Context: an optimization exercise on an open-source flow, tuned for small area. The choices shown serve that exercise and are no tape-out recipe.
The RTL was checked by simulation tests, not by an equivalence proof against the original design.
Power figures rest on the tool's default switching activity, not on a simulated workload.

==> inputs of v28 <==
## mg_node
module mg_node (
  input  logic              clk_in,
  input  logic              rst_in,
  input  logic              rx_valid,
  input  mg_pkg::data_t     rx_data,
  input  mg_pkg::keep_t     rx_keep,
  input  logic              rx_last,
  output logic              credit_return,
  output logic              dev_en,
  output mg_pkg::sn_t       dev_sn,
  output mg_pkg::ip_addr_t  mcgroup_addr,
  output mg_pkg::ip_port_t  mcgroup_port,
  output mg_pkg::mac_addr_t src_mac_addr,
  output mg_pkg::ip_addr_t  src_ip_addr,
  output mg_pkg::ip_port_t  src_port,
  output mg_pkg::sgap_t     local_sgap
);
clock: 8.0 ns
lec_check: 0
abc_area: 1
cap_margin: 20
core_margin: 2
core_utilization: 45
slew_margin: 20
standard.sh (not shown) runs the stock make flow with config.mk's settings and CLKGATE_MAP_FILE= SYNTH_SCRIPT=/design/flow/synth_recipe.tcl, a recipe that flattens the netlist after the stock synthesis.
==> flow/flow/run.sh <==
#!/bin/bash
# Layout flow: the standard synthesis, then the combinational logic between
# the (untouched) registers is remapped by ABC for area and proved equivalent
# to the standard netlist; then the standard ORFS layout with single-size port
# buffers and a clock tree of small buffers.
set -euo pipefail
F=$(pwd)/flow
R=$(pwd)/orfs/results/sky130hd/mg_node/base
LIB=$FLOW_HOME/platforms/sky130hd/lib/sky130_fd_sc_hd__tt_025C_1v80.lib

bash standard.sh synth > synth_std.log 2>&1

# --- remap combinational logic ---
cp $R/1_2_yosys.v $R/1_2_yosys.std.v
cat > resynth.ys <<EOY
read_liberty -ignore_miss_func $LIB
blackbox $(cat $F/seqcells.txt)
read_verilog $R/1_2_yosys.std.v
hierarchy -top $FLOW_TOP
flatten
opt_clean
abc -script $F/area.script -liberty $LIB $(cat $F/dontuse.txt) -D 8000
opt_clean -purge
hilomap -singleton -hicell sky130_fd_sc_hd__conb_1 HI -locell sky130_fd_sc_hd__conb_1 LO
splitnets
opt_clean -purge
stat -liberty $LIB
write_verilog -noattr -noexpr -nohex -nodec $R/1_2_yosys.new.v
EOY
ok=0
if yosys -l resynth.log -q resynth.ys > /dev/null 2>&1; then
  # combinational equivalence with the registers as cut points
  python3 $F/cutff.py $R/1_2_yosys.std.v eq_a.v $F/seqcells.txt
  python3 $F/cutff.py $R/1_2_yosys.new.v eq_b.v $F/seqcells.txt
  cat > eq.ys <<EOY
read_liberty -ignore_miss_func $LIB
read_verilog eq_a.v
rename $FLOW_TOP gold
read_verilog eq_b.v
rename $FLOW_TOP gate
flatten gold gate
miter -equiv -flatten gold gate miter
hierarchy -top miter
opt_clean
techmap
opt -fast
aigmap
write_aiger -zinit eq_miter.aig
EOY
  if yosys -l eq_yosys.log -q eq.ys > /dev/null 2>&1; then
    yosys-abc -c "read_aiger eq_miter.aig; strash; iprove" > eq_abc.log 2>&1 || true
    na=$(grep -c '^\s*sky130_fd_sc_hd__\(dfxtp\|edfxtp\|dfrtp\|dfxbp\)' $R/1_2_yosys.std.v || true)
    nb=$(grep -c '^\s*sky130_fd_sc_hd__\(dfxtp\|edfxtp\|dfrtp\|dfxbp\)' $R/1_2_yosys.new.v || true)
    if grep -q "^UNSATISFIABLE" eq_abc.log && [ "$na" = "$nb" ]; then ok=1; fi
  fi
fi
if [ $ok = 1 ]; then
  echo "remapped netlist proved equivalent; using it" > resynth_status.log
  cp $R/1_2_yosys.new.v $R/1_2_yosys.v
else
  echo "remap not used" > resynth_status.log
fi
rm -f $R/1_synth.odb
touch $R/1_2_yosys.v

export BUFFER_PORTS_ARGS="-buffer_cell sky130_fd_sc_hd__buf_1"
export CTS_ARGS="-sink_clustering_enable -repair_clock_nets -dont_use_dummy_load -sink_clustering_size 35 -sink_clustering_max_diameter 80 -buf_list {sky130_fd_sc_hd__clkbuf_16}"
bash standard.sh finish > standard.log 2>&1
Other scripts of this flow, unchanged in this note and not shown: flow/flow/area.script, flow/flow/cutff.py, flow/flow/dontuse.txt, flow/flow/seqcells.txt
==> v3 (differences from v28) <==
--- a/flow/design.v
+++ b/flow/design.v
@@ -82,13 +82,11 @@
   logic       lane_k [8];
   logic [7:0] s1_d [8], s2_d [8], rot_d [8];
   logic       s1_k [8], s2_k [8], rot_k [8];
   logic [2:0] row [8];
   logic [43:0] we;
-  assign nbytes   = rx_keep[0] ? 4'd8 : rx_keep[1] ? 4'd7 : rx_keep[2] ? 4'd6 :
-                    rx_keep[3] ? 4'd5 : rx_keep[4] ? 4'd4 : rx_keep[5] ? 4'd3 :
-                    rx_keep[6] ? 4'd2 : 4'd1;
+  assign nbytes   = 4'($countones(rx_keep));
   assign len_next = acnt + 6'(nbytes);
   always_comb begin
     for (int i = 0; i < 8; i++) begin
       lane_d[i] = rx_data[(7-i)*8 +: 8];
       lane_k[i] = rx_keep[7-i];
@@ -107,11 +105,11 @@
     end
     for (int j = 0; j < 8; j++) begin
       row[j] = acnt[5:3] + ((3'(j) < acnt[2:0]) ? 3'd1 : 3'd0);
     end
     for (int p = 0; p < 44; p++) begin
-      we[p] = (acnt <= 6'(p)) && (len_next > 6'(p));
+      we[p] = rot_k[p%8] && (row[p%8] == 3'(p/8));
     end
   end
   logic        hr, hs, hn;         
   logic        ok_r, ok_s, ok_n;
   logic        pend_resn;          
@@ -189,38 +187,34 @@
     for (int p = 32; p < 44; p++) begin
       if (rx_valid && we[p]) tail[p] <= rot_d[p%8];
     end
   end
   logic name_ok;
-  logic r_ld0, r_ld1, r_hold, g_ld0, g_ld1, g_hold;
-  logic [111:0] rb0, rb1, rq, rd;
-  logic [95:0]  tl, tq, td;
-  logic [31:0]  gb0, gb1, gq, gd;
-  assign r_ld0  = apply_resn && !ab && !rst_in;
-  assign r_ld1  = apply_resn &&  ab && !rst_in;
-  assign r_hold = !apply_resn && !rst_in;
-  assign g_ld0  = apply_sgap && !ab && !rst_in;
-  assign g_ld1  = apply_sgap &&  ab && !rst_in;
-  assign g_hold = !apply_sgap && !rst_in;
-  always_comb begin
-    for (int p = 18; p < 32; p++) begin
-      rb0[(31-p)*8 +: 8] = bank0[p];
-      rb1[(31-p)*8 +: 8] = bank1[p];
-    end
-    for (int p = 32; p < 44; p++) tl[(43-p)*8 +: 8] = tail[p];
-    gb0 = rb0[111:80];
-    gb1 = rb1[111:80];
-  end
-  assign rq = {dev_sn, mcgroup_addr, mcgroup_port};
-  assign tq = {src_mac_addr, src_ip_addr, src_port};
-  assign gq = local_sgap;
-  assign rd = ({112{r_ld0}} & rb0) | ({112{r_ld1}} & rb1) | ({112{r_hold}} & rq);
-  assign td = ({96{r_ld0 | r_ld1}} & tl) | ({96{r_hold}} & tq);
-  assign gd = ({32{g_ld0}} & gb0) | ({32{g_ld1}} & gb1) | ({32{g_hold}} & gq);
-  always_ff @(posedge clk_in) begin
-    {dev_sn, mcgroup_addr, mcgroup_port}    <= rd;
-    {src_mac_addr, src_ip_addr, src_port}   <= td;
-    local_sgap                              <= gd;
-    dev_en  <= name_ok && !rst_in;
-    name_ok <= ((r_ld0 | r_ld1) && pend_name) || (r_hold && name_ok);
+  always_ff @(posedge clk_in) begin
+    if (rst_in) begin
+      dev_en       <= 1'b0;
+      name_ok      <= 1'b0;
+      dev_sn       <= '0;
+      mcgroup_addr <= '0;
+      mcgroup_port <= '0;
+      src_mac_addr <= '0;
+      src_ip_addr  <= '0;
+      src_port     <= '0;
+      local_sgap   <= '0;
+    end else begin
+      dev_en <= name_ok;
+      if (apply_resn) begin
+        name_ok      <= pend_name;
+        dev_sn       <= {abank[18], abank[19], abank[20], abank[21],
+                         abank[22], abank[23], abank[24], abank[25]};
+        mcgroup_addr <= {abank[26], abank[27], abank[28], abank[29]};
+        mcgroup_port <= {abank[30], abank[31]};
+        src_mac_addr <= {tail[32], tail[33], tail[34], tail[35], tail[36], tail[37]};
+        src_ip_addr  <= {tail[38], tail[39], tail[40], tail[41]};
+        src_port     <= {tail[42], tail[43]};
+      end
+      if (apply_sgap) begin
+        local_sgap   <= {abank[18], abank[19], abank[20], abank[21]};
+      end
+    end
   end
 endmodule
--- a/flow/flow/run.sh
+++ b/flow/flow/run.sh
@@ -62,7 +62,7 @@
 fi
 rm -f $R/1_synth.odb
 touch $R/1_2_yosys.v
 
 export BUFFER_PORTS_ARGS="-buffer_cell sky130_fd_sc_hd__buf_1"
-export CTS_ARGS="-sink_clustering_enable -repair_clock_nets -dont_use_dummy_load -sink_clustering_size 35 -sink_clustering_max_diameter 80 -buf_list {sky130_fd_sc_hd__clkbuf_16}"
+export CTS_ARGS="-sink_clustering_enable -repair_clock_nets -dont_use_dummy_load -buf_list {sky130_fd_sc_hd__clkbuf_2}"
 bash standard.sh finish > standard.log 2>&1
GPL_TIMING_DRIVEN = 0   (was default)
==> summary of the runs <==
v3 finished clean. v28 completed without violations. Of v28 and v3, v28 has the higher register-to-register slack (gap 110 ps). Against v3, the die area of v28 is lower by 2.0%. Worst setup slack: v28 is worse than v3 (820 ps). Of v3 and v28, v3 has the higher design area (gap 2.3%, measured against v28). In v3 the via count is higher than in v28, by 6.1%. Flip-flop and latch count is the same in v3 and v28. Between v28 and v3, the lower fmax is in v28 (gap about 12%, measured against v3). Against v28, the clock-buffer cell count of v3 is higher by 122.
==> figures <==
item                                                                  v3                         v28
Outcome                                          complete, no violations     complete, no violations
Worst setup path startpoint                         acnt[1]$_SDFFE_PP0P_                  rx_keep[5]
Area used by sequential logic in the layout                    15280 um2                   15270 um2
Routed wire length on met3                                      7.361 mm                    6.048 mm
Multi-input combinational area share                              0.2827                      0.2559
Inst Count DP                                                       2993                        2918
Clock tree root driver cell                    sky130_fd_sc_hd__clkbuf_2  sky130_fd_sc_hd__clkbuf_16
Final critical-path share of the clock period                     0.7594                      0.8622
Setup slack, reg-to-reg                                          1920 ps                     2030 ps
Clock share of power                                               0.261                       0.266
Power share of the combinational group                             0.161                       0.151
Pint                                                            4.139 mW                    4.252 mW
Total placed instance area                                     25950 um2                   25380 um2
Synthesized area per cell                                      11.79 um2                   12.21 um2
Design Power                                                    5.961 mW                    5.856 mW
Maximum ir drop on the vdd rail                              0.0001122 V                 0.0001504 V
Per-cell via count in the routed design                            6.231                       6.266
Combinational power                                             0.963 mW                    0.883 mW

[static timing again, ports no longer ideal]
In the flow no input, the clock included, has a driving cell. The finished layouts below were timed again as built, in two steps.
Step 1 (the two cells are an assumption about what drives the block):
set clk [get_ports {clk_in}]
set_driving_cell -lib_cell sky130_fd_sc_hd__clkbuf_16 $clk
set_driving_cell -lib_cell sky130_fd_sc_hd__buf_2 [delete_from_list [all_inputs] $clk]
Step 2 adds t to the input delays and takes it off the output delays; t is the mean of the earliest and latest rising clock arrival at the registers after step 1. Input paths then give back, and output paths get back, about the clock's delay inside the block.
Slacks: no drivers / after step 1 / after step 2; pairs: no drivers / after step 1.
| run | shift t [ns] | slack for setup (ns) | hold slack, ns | worst setup path after step 2 |
|---|---|---|---|---|
| v28 | 0.658 | 1.103 / 1.144 / 0.486 | 0.419 / 0.419 / 0.419 | input to register |
| v3 | 1.288 | 1.925 / 1.925 / 1.839 | 0.422 / 0.422 / 0.422 | input to register |
After both steps every run listed still meets setup and hold. The setup slack of v28, which loses most, moves by +0.041 ns with the drivers and by -0.617 ns with both steps.
